Context: an optimization exercise on an open-source flow, tuned for small area and few clock cycles. The choices shown serve that exercise and are no tape-out recipe. Function was checked by simulation only, so behaviour that the tests miss may differ from the original. No activity file was given, so power comes from the tool's default toggle rates.

== alpha ==
==> flow/design.v (excerpt) <==
module cached_example_decoder
#(
    parameter int INDEX_BITS         = 32,
    parameter int LENGTH_FIELD_BYTES = 8
)
(
    input  logic        clk,
    input  logic        rst_n,
    input  logic        in_valid,
    output logic        in_ready,
    input  logic [7:0]  data_byte,
    input  logic        stream_end,
    output logic        out_valid,
    input  logic        out_ready,
    output logic [2:0]  kind,
    output logic [7:0]  namespace_id,
    output logic [31:0] feature_index,
    output logic [31:0] value_bits,
    output logic        last_of_example
);
Size: ~1100 cells after synthesis, roughly 220 flip-flops, roughly 91 I/O pins.
clock: 9.0 ns
lec_check: 0
cap_margin: 20
core_margin: 2
core_utilization: 55
gpl_timing_driven: 0
slew_margin: 20
standard.sh (not shown) runs the stock make flow with config.mk's settings and CLKGATE_MAP_FILE= SYNTH_SCRIPT=/design/flow/synth_recipe.tcl, a recipe that flattens the netlist after the stock synthesis.
==> flow/flow/run.sh <==
#!/bin/bash
# The standard layout (standard.sh: the standard flow's synthesis script and the ORFS flow), with three
# changes made through ORFS's own variables:
#  - synthesis maps the logic with an area-oriented ABC script (flow/abc_area.script, used in
#    place of ORFS's abc_speed.script in a copy of ORFS's scripts folder; nothing else in the
#    copy differs, and registers are mapped before ABC runs, so they are the standard ones);
#  - the port buffers that placement inserts are buf_1 cells instead of the default choice;
#  - clock tree synthesis builds from clkbuf_4 only, in clusters of at most 8 sinks within
#    50 um, and inserts no dummy loads.
# Each tool's full output is in the ORFS logs under orfs/logs/; make's output is in
# standard_flow.log in this folder.
set -euo pipefail
rm -rf scripts_abc
cp -r "$FLOW_HOME/scripts" scripts_abc
cp flow/abc_area.script scripts_abc/abc_speed.script
export SCRIPTS_DIR="$PWD/scripts_abc"
export BUFFER_PORTS_ARGS="-buffer_cell sky130_fd_sc_hd__buf_1"
export CTS_ARGS="-sink_clustering_enable -repair_clock_nets -dont_use_dummy_load -buf_list {sky130_fd_sc_hd__clkbuf_4} -sink_clustering_size 8 -sink_clustering_max_diameter 50"
bash standard.sh > standard_flow.log 2>&1
==> flow/flow/abc_area.script <==
&get -n
&st
&dch
&nf
&st
&syn2
&dch
&nf
&st
&dch
&nf
&put
topo
dnsize -c
Testbench counts of alpha, summed over its fixed seeds: cycles 28,388.
Input changes introduced in delta (baseline for comparison: alpha):
Settings: removing GPL_TIMING_DRIVEN (formerly 0).
Notes after the runs:
On clock network area share, delta and alpha are basically level.
Across both runs, proportion of power drawn by combinational gates was higher for delta than for alpha.
Compared with alpha, delta shows number of signal-net buffers in the layout higher by 5.7%.
| worst ir drop on vdd | lower: delta |
Going from alpha to delta, total power shrinks by 0.58%.
On via count, delta does worse than alpha.
Comparing delta with alpha, the final cell count came out essentially unchanged.


Another version of the RTL of cached_example_decoder (not shown whole).
Size in the first run: ~1200 cells after synthesis, roughly 220 flip-flops, about 0.012 mm² of cells after synthesis.
==> flow/config.mk <==
export PLATFORM = sky130hd
export DESIGN_NAME = cached_example_decoder
export DESIGN_NICKNAME = cached_example_decoder
export VERILOG_FILES = /design/flow/design.v
export SDC_FILE = /design/flow/constraint.sdc
export NUM_CORES = 4
export LEC_CHECK = 0
export CAP_MARGIN = 20
export CORE_MARGIN = 2
export CORE_UTILIZATION = 65
export SLEW_MARGIN = 20
==> flow/constraint.sdc <==
create_clock -name core_clock -period 9.0 [get_ports {clk}]
set_input_delay 1.8000 -clock core_clock [delete_from_list [all_inputs] [get_ports {clk}]]
set_output_delay 1.8000 -clock core_clock [all_outputs]
set_load 0.01 [all_outputs]
==> flow/flow/run.sh <==
#!/bin/bash
# The standard layout (standard.sh: the standard flow's synthesis script and the ORFS flow), with three
# changes made through ORFS's own variables:
#  - synthesis maps the logic with an area-oriented ABC script (flow/abc_area.script, used in
#    place of ORFS's abc_speed.script in a copy of ORFS's scripts folder; nothing else in the
#    copy differs, and registers are mapped before ABC runs, so they are the standard ones);
#  - the port buffers that placement inserts are buf_1 cells instead of the default choice;
#  - clock tree synthesis builds from clkbuf_4 / clkbuf_8 and inserts no dummy loads.
# Each tool's full output is in the ORFS logs under orfs/logs/; make's output is in
# standard_flow.log in this folder.
set -euo pipefail
rm -rf scripts_abc
cp -r "$FLOW_HOME/scripts" scripts_abc
cp flow/abc_area.script scripts_abc/abc_speed.script
export SCRIPTS_DIR="$PWD/scripts_abc"
export BUFFER_PORTS_ARGS="-buffer_cell sky130_fd_sc_hd__buf_1"
export CTS_ARGS="-sink_clustering_enable -repair_clock_nets -dont_use_dummy_load -buf_list {sky130_fd_sc_hd__clkbuf_2 sky130_fd_sc_hd__clkbuf_4}"
bash standard.sh > standard_flow.log 2>&1
Scripts as last shown in full above: flow/flow/abc_area.script
Testbench counts at the start, summed over its fixed seeds: cycles 28,388.
Edit:
==> flow/flow/run.sh (replaced) <==
#!/bin/bash
# The standard layout (standard.sh: the standard flow's own synthesis and ORFS flow, unchanged scripts), with
# two settings changed through ORFS's own variables:
#  - the port buffers that placement inserts are buf_1 cells instead of the default choice;
#  - clock tree synthesis builds from clkbuf_4 / clkbuf_8 and inserts no dummy loads.
# Each tool's full output is in the ORFS logs under orfs/logs/; make's output is in
# standard_flow.log in this folder.
set -euo pipefail
export BUFFER_PORTS_ARGS="-buffer_cell sky130_fd_sc_hd__buf_1"
export CTS_ARGS="-sink_clustering_enable -repair_clock_nets -dont_use_dummy_load -buf_list {sky130_fd_sc_hd__clkbuf_4 sky130_fd_sc_hd__clkbuf_8}"
bash standard.sh > standard_flow.log 2>&1
- CORE_UTILIZATION: 65 -> 55
removed: flow/flow/abc_area.script
Outcome: Sequential share of layout area falls by 3.2 points; clock-buffer cell count drops by 17; setup slack gets better by 0.65 ns; clock power rises by 17%; final area increases by 6.7%.
Edit:
==> flow/flow/run.sh (replaced) <==
#!/bin/bash
# The standard layout (standard.sh: the standard flow's synthesis script and the ORFS flow), with three
# changes made through ORFS's own variables:
#  - synthesis maps the logic with an area-oriented ABC script (flow/abc_area.script, used in
#    place of ORFS's abc_speed.script in a copy of ORFS's scripts folder; nothing else in the
#    copy differs, and registers are mapped before ABC runs, so they are the standard ones);
#  - the port buffers that placement inserts are buf_1 cells instead of the default choice;
#  - clock tree synthesis builds from clkbuf_4 / clkbuf_8 and inserts no dummy loads.
# Each tool's full output is in the ORFS logs under orfs/logs/; make's output is in
# standard_flow.log in this folder.
set -euo pipefail
rm -rf scripts_abc
cp -r "$FLOW_HOME/scripts" scripts_abc
cp flow/abc_area.script scripts_abc/abc_speed.script
export SCRIPTS_DIR="$PWD/scripts_abc"
export BUFFER_PORTS_ARGS="-buffer_cell sky130_fd_sc_hd__buf_1"
export CTS_ARGS="-sink_clustering_enable -repair_clock_nets -dont_use_dummy_load -buf_list {sky130_fd_sc_hd__clkbuf_4 sky130_fd_sc_hd__clkbuf_8}"
bash standard.sh > standard_flow.log 2>&1
==> flow/flow/abc_area.script (new file) <==
&get -n
&st
&dch
&nf
&st
&syn2
&dch
&nf
&st
&dch
&nf
&put
topo
dnsize -c
The changed run finished clean.
Sequential power drops by about 20%.
Synthesized area drops by 7.3%.
Cell area drops by about 5%.
Wire length drops by about 6%.
Maximum frequency drops by about 14%.
Worst setup slack degrades by 0.84 ns.
Edit:
==> flow/run.sh (new file) <==
#!/bin/bash
# synth_recipe.tcl (not shown) runs the flow's synth.tcl, then flattens the netlist and writes it again
# the make line also repeats each setting of config.mk as NAME=value (left out here)
make -C /OpenROAD-flow-scripts/flow DESIGN_CONFIG=/design/flow/config.mk WORK_HOME=/design/flow/orfs CLKGATE_MAP_FILE= SYNTH_SCRIPT=/design/flow/synth_recipe.tcl finish
- CORE_UTILIZATION: 55 -> 40
removed: flow/flow/run.sh
removed: flow/flow/abc_area.script
removed: flow/standard.sh
=>
- die area came out higher by 47%
- routed wire length goes up by 8.2%
- global-route usage went down by 8.4 points
- sequential cell count does not change
- core utilization goes down by 15 points
- cell count climbs by 13%
- first-iteration DRC count fell by 3.6%

==> re-timing with driven ports <==
No port has a modelled driver above. Below, the same layouts with a new extraction and two added sets of constraints. Step 1: set_driving_cell puts a clkbuf_16 on clk and a buf_2 on each other input, an assumption about the parent block. Step 2 adds t to the input delays and takes it off the output delays; t is the mean of the earliest and latest rising clock arrival at the registers after step 1. Input paths then give back, and output paths get back, about the clock's delay inside the block. Three values: no drivers, after step 1, after step 2; two values: the first two.
run	t (ns)	setup slack, ns	worst hold slack (ns)	clock arrival spread, ns	worst slew at a driven data input, ns
alpha	0.652	2.638 / 2.638 / 2.638	0.464 / 0.464 / 0.464	0.074 / 0.074	0.03
delta	0.651	3.149 / 3.149 / 2.943	0.467 / 0.467 / 0.467	0.060 / 0.059	0.03
the first run of note 2	0.695	3.156 / 3.156 / 2.485	0.503 / 0.503 / 0.503	0.096 / 0.097	0.03
the second run of note 2	0.561	3.811 / 3.785 / 3.462	0.463 / 0.463 / 0.463	0.072 / 0.072	0.04
the third run of note 2	0.556	2.971 / 2.991 / 2.435	0.505 / 0.505 / 0.505	0.031 / 0.031	0.03
the fourth run of note 2	0.580	3.113 / 3.085 / 2.876	0.478 / 0.478 / 0.478	0.011 / 0.012	0.04
After both steps every run listed still meets setup and hold. For the first run of note 2, which loses most, drivers alone change the setup slack by 0.000 ns; drivers and shift together by -0.671 ns.
